Background: an optimization exercise with open tools, aiming at small area, a short achievable clock period and few clock cycles per item. Do not read the settings as production practice. Function was checked by simulation only, so behaviour that the tests miss may differ from the original. Power figures rest on the tool's default switching activity, not on a simulated workload. No driver is modelled on the clock port, so clocking that relies on it looks cheaper here than on a real chip.

Setup of red:
==> flow/design.v (excerpt) <==
module rtp_stream_demux_filter_core (
    input  wire logic                            i_clk,
    input  wire logic                            i_rst_n,
    input  wire logic                            s_axis_tvalid,
    output logic                                 s_axis_tready,
    input  wire logic [rsdf_pkg::IN_W-1:0]       s_axis_tdata,
    input  wire logic [0:0]                      s_axis_tuser,
    output logic                                 m_axis_tvalid,
    input  wire logic                            m_axis_tready,
    output logic [rsdf_pkg::OUT_W-1:0]           m_axis_tdata,
    input  wire logic                            i_cfg_valid,
    output logic                                 o_cfg_ready,
    input  wire logic [rsdf_pkg::CFG_IDX_W-1:0]  i_cfg_index,
    input  wire logic [rsdf_pkg::CFG_DATA_W-1:0] i_cfg_data
);
    localparam int B_N  = rsdf_pkg::BOUND_ENTRIES;
    localparam int R_N  = rsdf_pkg::REMOTE_ENTRIES;
    localparam int SW   = rsdf_pkg::SSRC_W;
    localparam int MG   = 16;                      
    localparam int FD   = 4;                       
    logic                          r_mid_valid;
    logic [rsdf_pkg::MID_W-1:0]    r_mid_hi;
    logic [rsdf_pkg::MID_W-1:0]    r_mid_lo;
    logic [rsdf_pkg::MASK_W-1:0]   r_pt_hi;
    logic [rsdf_pkg::MASK_W-1:0]   r_pt_lo;
    logic cfg_acc, mid_wr;
    assign o_cfg_ready = 1'b1;
    assign cfg_acc     = i_cfg_valid;
    assign mid_wr      = cfg_acc && (i_cfg_index <= rsdf_pkg::CFG_MID_LO);
    always_ff @(posedge i_clk) begin
        if (!i_rst_n) begin
            r_mid_valid <= 1'b0;
            r_mid_hi    <= '0;
            r_mid_lo    <= '0;
            r_pt_hi     <= '0;
            r_pt_lo     <= '0;
        end else if (cfg_acc) begin
            case (i_cfg_index)
                rsdf_pkg::CFG_MID_VALID:  r_mid_valid <= i_cfg_data[0];
                rsdf_pkg::CFG_MID_HI:     r_mid_hi    <= i_cfg_data;
                rsdf_pkg::CFG_MID_LO:     r_mid_lo    <= i_cfg_data;
                rsdf_pkg::CFG_PT_MASK_HI: r_pt_hi     <= i_cfg_data;
  ...
Size in the first run: roughly 4400 cells after synthesis, roughly 1400 flip-flops, ~250 I/O pins, about 60000 µm² of cells after synthesis.
clock: 5.0 ns
lec_check: 0
cap_margin: 20
core_margin: 2
core_utilization: 40
setup_slack_margin: 2.3
slew_margin: 20
run.sh (not shown) runs the stock make flow with config.mk's settings and CLKGATE_MAP_FILE= SYNTH_SCRIPT=/design/flow/synth_recipe.tcl, a recipe that flattens the netlist after the stock synthesis.
Both conditions hold for red: the flow ran to the end and the final layout passed the timing, design-rule and antenna checks.
Testbench counts of red, summed over its fixed seeds: cycles 4,824, items 4,800.
## Diff of input files: blue against red
Settings: swapping 20 for 0 in SLEW_MARGIN; putting CTS_BUF_LIST at sky130_fd_sc_hd__clkbuf_8 where nothing was set; swapping 40 for 60 in CORE_UTILIZATION; swapping 20 for 0 in CAP_MARGIN.
==> flow/flow/run.sh (new file) <==
#!/bin/bash
# Standard ORFS layout (the standard.sh) with two changes:
#  - port buffers are buf_2 cells instead of the default delay buffer
#  - CTS without dummy loads
set -euo pipefail
export BUFFER_PORTS_ARGS="-buffer_cell sky130_fd_sc_hd__buf_2"
export CTS_ARGS="-sink_clustering_enable -repair_clock_nets -dont_use_dummy_load -buf_list sky130_fd_sc_hd__clkbuf_8"
bash standard.sh finish > flow_make.log 2>&1
==> flow/standard.sh (new file) <==
#!/bin/bash
# synth_recipe.tcl (not shown) runs the flow's synth.tcl, then flattens the netlist and writes it again
# the make line also repeats each setting of config.mk as NAME=value (left out here)
make -C /OpenROAD-flow-scripts/flow DESIGN_CONFIG=/design/flow/config.mk WORK_HOME=/design/flow/orfs CLKGATE_MAP_FILE= SYNTH_SCRIPT=/design/flow/synth_recipe.tcl "${@:-finish}"
removed: flow/run.sh
[summary]
According to the power report, total power for blue is lower than for red.
blue vs red, part of the power in the clock network went down by 7.2 points.
Delta (blue minus red): cell area after layout saw a decrease, combinational share of power climbed 0.7 points, placer's final routability congestion estimate up about 9%, number of iterations in the first detailed-routing pass higher, worst-case headroom to the max-slew limit fell 8.5 points.
Comparing die area for blue and red, the bigger number came from red.
Measured against each other, blue and red differ in required time reported for the critical path endpoint, the higher figure coming from blue.
The following lists how green was set up differently from blue:
Settings: SLEW_MARGIN: 0 -> 20; SETUP_SLACK_MARGIN: 2.3 -> 2.7; CTS_BUF_LIST: sky130_fd_sc_hd__clkbuf_8 -> unset; CAP_MARGIN: 0 -> 20; CORE_UTILIZATION: 60 -> 40.
==> flow/run.sh (new file) <==
#!/bin/bash
# synth_recipe.tcl (not shown) runs the flow's synth.tcl, then flattens the netlist and writes it again
# the make line also repeats each setting of config.mk as NAME=value (left out here)
make -C /OpenROAD-flow-scripts/flow DESIGN_CONFIG=/design/flow/config.mk WORK_HOME=/design/flow/orfs CLKGATE_MAP_FILE= SYNTH_SCRIPT=/design/flow/synth_recipe.tcl finish
removed: flow/flow/run.sh
removed: flow/standard.sh
Findings:
green ran to completion and came out clean on the timing, design-rule and antenna checks.
Diff blue -> green | fraction of layout instances using a drive strength above 1 | increase of 0.54 points
Worst-skew pair later-pin latency (higher): blue
For blue, the worst hold path class was input port to register, unlike green, where it was register to register.
What green reported for total power has to be multiplied by 0.865 to get the figure for blue.
diff inputs: green => orange
Settings: ABC_AREA newly set to 1; SETUP_SLACK_MARGIN changed from 2.7 to 2.3.
## What came out
- [compare] base=green new=orange: die area shows an increase of 6000 µm², number of sequential storage elements shows no meaningful change, wire length of the first global-routing pass shows an increase of about 12%.
- Run comparison: green worst setup path startpoint r_a_pt[0]; orange worst setup path startpoint r_b_hitb[10]

* * *

The RTL this note starts from:
==> flow/design.v <==
`default_nettype none
package rsdf_pkg;
    localparam int BOUND_ENTRIES  = 16;
    localparam int REMOTE_ENTRIES = 16;
    localparam int SSRC_W     = 32;
    localparam int PT_W       = 7;
    localparam int MID_W      = 64;
    localparam int MASK_W     = 64;
    localparam int IN_W       = 168;   
    localparam int OUT_W      = 8;     
    localparam int CFG_IDX_W  = 3;
    localparam int CFG_DATA_W = 64;
    localparam logic [CFG_IDX_W-1:0] CFG_MID_VALID  = 3'd0;
    localparam logic [CFG_IDX_W-1:0] CFG_MID_HI     = 3'd1;
    localparam logic [CFG_IDX_W-1:0] CFG_MID_LO     = 3'd2;
    localparam logic [CFG_IDX_W-1:0] CFG_PT_MASK_HI = 3'd3;
    localparam logic [CFG_IDX_W-1:0] CFG_PT_MASK_LO = 3'd4;
    localparam logic [1:0] REASON_NONE   = 2'd0;
    localparam logic [1:0] REASON_MID    = 2'd1;
    localparam logic [1:0] REASON_REMOTE = 2'd2;
    localparam logic [1:0] REASON_PT     = 2'd3;
endpackage
`default_nettype wire
`default_nettype none
module rtp_stream_demux_filter_core (
    input  wire logic                            i_clk,
    input  wire logic                            i_rst_n,
    input  wire logic                            s_axis_tvalid,
    output logic                                 s_axis_tready,
    input  wire logic [rsdf_pkg::IN_W-1:0]       s_axis_tdata,
    input  wire logic [0:0]                      s_axis_tuser,
    output logic                                 m_axis_tvalid,
    input  wire logic                            m_axis_tready,
    output logic [rsdf_pkg::OUT_W-1:0]           m_axis_tdata,
    input  wire logic                            i_cfg_valid,
    output logic                                 o_cfg_ready,
    input  wire logic [rsdf_pkg::CFG_IDX_W-1:0]  i_cfg_index,
    input  wire logic [rsdf_pkg::CFG_DATA_W-1:0] i_cfg_data
);
    localparam int B_N  = rsdf_pkg::BOUND_ENTRIES;
    localparam int R_N  = rsdf_pkg::REMOTE_ENTRIES;
    localparam int SW   = rsdf_pkg::SSRC_W;
    localparam int FD   = 3;                       
    logic                          r_mid_valid;
    logic [rsdf_pkg::MID_W-1:0]    r_mid_hi;
    logic [rsdf_pkg::MID_W-1:0]    r_mid_lo;
    logic [rsdf_pkg::MASK_W-1:0]   r_pt_hi;
    logic [rsdf_pkg::MASK_W-1:0]   r_pt_lo;
    logic cfg_acc, mid_wr;
    assign o_cfg_ready = 1'b1;
    assign cfg_acc     = i_cfg_valid;
    assign mid_wr      = cfg_acc && (i_cfg_index <= rsdf_pkg::CFG_MID_LO);
    logic [rsdf_pkg::CFG_DATA_W-1:0] cfg_d;
    logic [4:0]                      cfg_en;
    assign cfg_d = i_cfg_data & {rsdf_pkg::CFG_DATA_W{i_rst_n}};
    always_comb begin
        for (int i = 0; i < 5; i++) begin
            cfg_en[i] = !i_rst_n || (cfg_acc && i_cfg_index == 3'(i));
        end
    end
    always_ff @(posedge i_clk) begin
        if (cfg_en[rsdf_pkg::CFG_MID_VALID])  r_mid_valid <= cfg_d[0];
        if (cfg_en[rsdf_pkg::CFG_MID_HI])     r_mid_hi    <= cfg_d;
        if (cfg_en[rsdf_pkg::CFG_MID_LO])     r_mid_lo    <= cfg_d;
        if (cfg_en[rsdf_pkg::CFG_PT_MASK_HI]) r_pt_hi     <= cfg_d;
        if (cfg_en[rsdf_pkg::CFG_PT_MASK_LO]) r_pt_lo     <= cfg_d;
    end
    logic [B_N-1:0] r_bnd_valid;
    logic [SW-1:0]  r_bnd_ssrc [B_N];
    logic [R_N-1:0] r_rem_valid;
    logic [SW-1:0]  r_rem_ssrc [R_N];
    logic          r_tready;
    logic [1:0]    r_inflight;         
    logic          in_acc;
    logic          out_pop;
    assign s_axis_tready = r_tready;
    assign in_acc        = s_axis_tvalid && r_tready;
    logic              r_b_v;
    logic              r_b_func;
    logic [SW-1:0]     r_b_ssrc;
    logic              r_b_mp;
    logic              r_b_mm;         
    logic              r_b_ptok;
    logic [B_N-1:0]    r_b_cmpb;       
    logic              r_b_fcmpb;      
    logic              r_b_cmpr;       
    logic [B_N-1:0]    r_p_bwr;        
    logic              r_b_kill;       
    logic              r_b_fwdb;       
    logic              r_b_fwdr;       
    logic [B_N-1:0] hitb;              
    logic           hitr;              
    logic [B_N-1:0] bwr;
    logic           b_filt, fb, rem, addb, addb_ok, ovfb, other, anyb_after, inb_after;
    logic           bfull, rfull, addr, addr_ok;
    logic [B_N-1:0] bfree;
    logic [R_N-1:0] rfree;
    logic           res_pass, res_ovf;
    logic [1:0]     res_reason;
    logic [SW-1:0]     in_ssrc;
    logic [6:0]        in_pt;
    logic              in_mp;
    logic [B_N-1:0]    in_cmpb;
    logic [R_N-1:0]    in_cmpr;
    logic              in_eqb;
    logic              in_ptok;
    logic              in_mm;
    assign in_ssrc = s_axis_tdata[31:0];
    assign in_pt   = s_axis_tdata[38:32];
    assign in_mp   = s_axis_tdata[39];
    always_comb begin
        for (int k = 0; k < B_N; k++) in_cmpb[k] = r_bnd_valid[k] && (r_bnd_ssrc[k] == in_ssrc);
        for (int k = 0; k < R_N; k++) in_cmpr[k] = r_rem_valid[k] && (r_rem_ssrc[k] == in_ssrc);
    end
    assign in_eqb  = r_b_v && (in_ssrc == r_b_ssrc);
    assign in_ptok = in_pt[6] ? r_pt_hi[in_pt[5:0]] : r_pt_lo[in_pt[5:0]];
    assign in_mm   = in_mp && r_mid_valid &&
                     (s_axis_tdata[103:40] == r_mid_hi) && (s_axis_tdata[167:104] == r_mid_lo);
    always_ff @(posedge i_clk) begin
        r_b_func <= s_axis_tuser[0];
        r_b_ssrc <= in_ssrc;
        r_b_mp   <= in_mp;
        r_b_mm   <= in_mm;
        r_b_ptok <= in_ptok;
        r_b_cmpb  <= in_cmpb;
        r_b_fcmpb <= |in_cmpb;
        r_b_cmpr  <= |in_cmpr;
        r_b_kill  <= in_eqb && rem;
        r_b_fwdb  <= in_eqb && addb_ok;
        r_b_fwdr  <= in_eqb && addr_ok;
    end
    always_comb begin
        bfree = ~r_bnd_valid & (r_bnd_valid + 1'b1);
        rfree = ~r_rem_valid & (r_rem_valid + 1'b1);
        bfull = &r_bnd_valid;
        rfull = &r_rem_valid;
        hitb       = (r_b_cmpb & ~{B_N{r_b_kill}}) | (r_p_bwr & {B_N{r_b_fwdb}});
        fb         = (r_b_fcmpb && !r_b_kill) || r_b_fwdb;
        hitr       = r_b_cmpr || r_b_fwdr;
        b_filt     = r_b_v && !r_b_func;
        rem        = b_filt && fb && r_b_mp && !r_b_mm;
        addb       = b_filt && r_b_mm && !fb;
        addb_ok    = addb && !bfull;
        ovfb       = addb && bfull;
        other      = |(r_bnd_valid & ~hitb);
        inb_after  = (fb && !rem) || addb_ok;
        anyb_after = other || inb_after;
        res_pass   = 1'b0;
        res_reason = rsdf_pkg::REASON_NONE;
        addr       = 1'b0;
        if (r_b_func) begin
            addr = !hitr;
        end else if (anyb_after) begin
            res_pass   = inb_after;
            res_reason = inb_after ? rsdf_pkg::REASON_MID : rsdf_pkg::REASON_NONE;
        end else if (hitr) begin
            res_pass   = 1'b1;
            res_reason = rsdf_pkg::REASON_REMOTE;
        end else if (r_b_ptok) begin
            res_pass   = 1'b1;
            res_reason = rsdf_pkg::REASON_PT;
            addr       = 1'b1;
        end
        addr    = addr && r_b_v;
        addr_ok = addr && !rfull;
        res_ovf = ovfb || (addr && rfull);
        bwr = bfree & {B_N{addb_ok}};
    end
    always_ff @(posedge i_clk) begin
        r_p_bwr  <= bwr;
    end
    always_ff @(posedge i_clk) begin
        if (!i_rst_n) begin
            r_bnd_valid <= '0;
            r_rem_valid <= '0;
        end else begin
            if (mid_wr) begin
                r_bnd_valid <= '0;
            end else if (rem) begin
                r_bnd_valid <= r_bnd_valid & ~hitb;
            end else if (addb_ok) begin
                r_bnd_valid <= r_bnd_valid | bwr;
            end
            if (addr_ok) begin
                r_rem_valid <= r_rem_valid | rfree;
            end
        end
    end
    always_ff @(posedge i_clk) begin
        for (int k = 0; k < B_N; k++) begin
            if (bfree[k]) r_bnd_ssrc[k] <= r_b_ssrc;
        end
        for (int k = 0; k < R_N; k++) begin
            if (rfree[k]) r_rem_ssrc[k] <= r_b_ssrc;
        end
    end
    logic [3:0]   r_q [FD];
    logic [1:0]   r_cnt;
    logic         r_out_v;
    logic [3:0]   res;
    logic [1:0]   wpos;
    assign res     = {res_ovf, res_reason, res_pass};
    assign out_pop = r_out_v && m_axis_tready;
    assign wpos    = r_cnt - {1'b0, out_pop};
    assign m_axis_tvalid = r_out_v;
    assign m_axis_tdata  = {4'b0000, r_q[0]};
    always_ff @(posedge i_clk) begin
        for (int i = 0; i < FD; i++) begin
            if (r_b_v && wpos == 2'(i)) begin
                r_q[i] <= res;
            end else if (out_pop) begin
                if (i < FD - 1) r_q[i] <= r_q[i + 1];
            end
        end
    end
    logic [1:0] cnt_n, infl_n;
    assign cnt_n  = wpos + {1'b0, r_b_v};
    assign infl_n = r_inflight + {1'b0, in_acc} - {1'b0, out_pop};
    always_ff @(posedge i_clk) begin
        if (!i_rst_n) begin
            r_b_v      <= 1'b0;
            r_cnt      <= '0;
            r_out_v    <= 1'b0;
            r_inflight <= '0;
            r_tready   <= 1'b1;
        end else begin
            r_b_v      <= in_acc;
            r_cnt      <= cnt_n;
            r_out_v    <= (cnt_n != 2'd0);
            r_inflight <= infl_n;
            r_tready   <= (infl_n < 2'(FD));
        end
    end
endmodule
`default_nettype wire
export LEC_CHECK = 0
export CAP_MARGIN = 0
export CORE_MARGIN = 2
export CORE_UTILIZATION = 60
export SETUP_SLACK_MARGIN = 2.4
export SLEW_MARGIN = 0
create_clock -name core_clock -period 5.0 [get_ports {i_clk}]
standard.sh (not shown) runs the stock make flow with config.mk's settings and CLKGATE_MAP_FILE= SYNTH_SCRIPT=/design/flow/synth_recipe.tcl, a recipe that flattens the netlist after the stock synthesis.
==> flow/flow/run.sh <==
#!/bin/bash
# Standard ORFS layout (the standard.sh) with two changes:
#  - port buffers are buf_2 cells instead of the default delay buffer
#  - CTS without dummy loads, clkbuf_16 clock buffers, sink clusters of up to 25 within 90 um
set -euo pipefail
export BUFFER_PORTS_ARGS="-buffer_cell sky130_fd_sc_hd__buf_2"
export CTS_ARGS="-sink_clustering_enable -repair_clock_nets -dont_use_dummy_load -buf_list sky130_fd_sc_hd__clkbuf_16 -sink_clustering_size 25 -sink_clustering_max_diameter 90"
bash standard.sh finish > flow_make.log 2>&1
Testbench counts at the start, summed over its fixed seeds: cycles 4,816, items 4,800.
Rerun with:
SETUP_SLACK_MARGIN = 2.6   (was 2.4)
Outcome:
- synthesized cell count does not change
- via count is about the same
- flip-flop and latch count does not change
- maximum frequency increases by about 5.5%
Rerun with:
==> flow/flow/run.sh (replaced) <==
#!/bin/bash
# Standard ORFS layout (the standard.sh) with two changes:
#  - port buffers are buf_2 cells instead of the default delay buffer
#  - CTS without dummy loads, clkbuf_16 clock buffers, sink clusters of up to 30 within 90 um
set -euo pipefail
export BUFFER_PORTS_ARGS="-buffer_cell sky130_fd_sc_hd__buf_2"
export CTS_ARGS="-sink_clustering_enable -repair_clock_nets -dont_use_dummy_load -buf_list sky130_fd_sc_hd__clkbuf_16 -sink_clustering_size 30 -sink_clustering_max_diameter 90"
bash standard.sh finish > flow_make.log 2>&1
The new run ran to the end with no violations; non-clock buffer count drops by 2; cell count is about the same; setup slack is worse by 0.031 ns; utilization drops by 0.44 points; first-iteration DRC count went down by a little under a tenth.
Rerun with:
==> flow/flow/run.sh (replaced) <==
#!/bin/bash
# Standard ORFS layout (the standard.sh) with two changes:
#  - port buffers are buf_2 cells instead of the default delay buffer
#  - CTS without dummy loads, clkbuf_16 clock buffers, sink clusters of up to 25 within 90 um
set -euo pipefail
export BUFFER_PORTS_ARGS="-buffer_cell sky130_fd_sc_hd__buf_2"
export CTS_ARGS="-sink_clustering_enable -repair_clock_nets -dont_use_dummy_load -buf_list sky130_fd_sc_hd__clkbuf_16 -sink_clustering_size 25 -sink_clustering_max_diameter 90"
bash standard.sh finish > flow_make.log 2>&1
SETUP_SLACK_MARGIN = 2.7   (was 2.6)
Global-route usage grows by 0.95 points.
Total power grows by about 3.2%.
Final area grows by about 1.9%.
Die area is unchanged.
Combinational power rose by about 3%.
Utilization is higher by 1.2 points.
Hold slack improves by 0.039 ns.
Clock-buffer cell count goes up by 13.
Area after synthesis stays the same.
Routed wire length rose by 2.1%.
Flip-flop and latch count does not change.

-- re-timing with driven ports --
Ports are ideal in the flow. The routed layouts listed here were re-timed in OpenROAD. Step 1 assumes that a clkbuf_16 drives the clock port and a buf_2 every other input. Step 2 adds t to the input delays and takes it off the output delays; t is the mean of the earliest and latest rising clock arrival at the registers after step 1. Input paths then give back, and output paths get back, about the clock's delay inside the block. a / b / c = ideal ports / drivers / drivers and shift; a / b = the first two.
run	shift t [ns]	setup WS [ns]	worst setup path after step 2
red	0.849	2.176 / 2.176 / 1.602	input to register
blue	0.948	2.317 / 2.317 / 1.756	input to register
green	0.847	2.388 / 2.388 / 1.996	input to register
orange	0.887	2.298 / 2.281 / 1.595	input to register
the first run of note 2	0.725	2.355 / 2.391 / 1.666	input to register
the second run of note 2	0.726	2.492 / 2.496 / 1.771	input to register
the third run of note 2	0.762	2.462 / 2.507 / 1.745	input to register
the fourth run of note 2	0.703	2.556 / 2.556 / 1.854	input to register
After both steps every run listed still meets setup and hold. For the second run of note 2, which loses most, drivers alone change the setup slack by +0.004 ns; drivers and shift together by -0.721 ns.
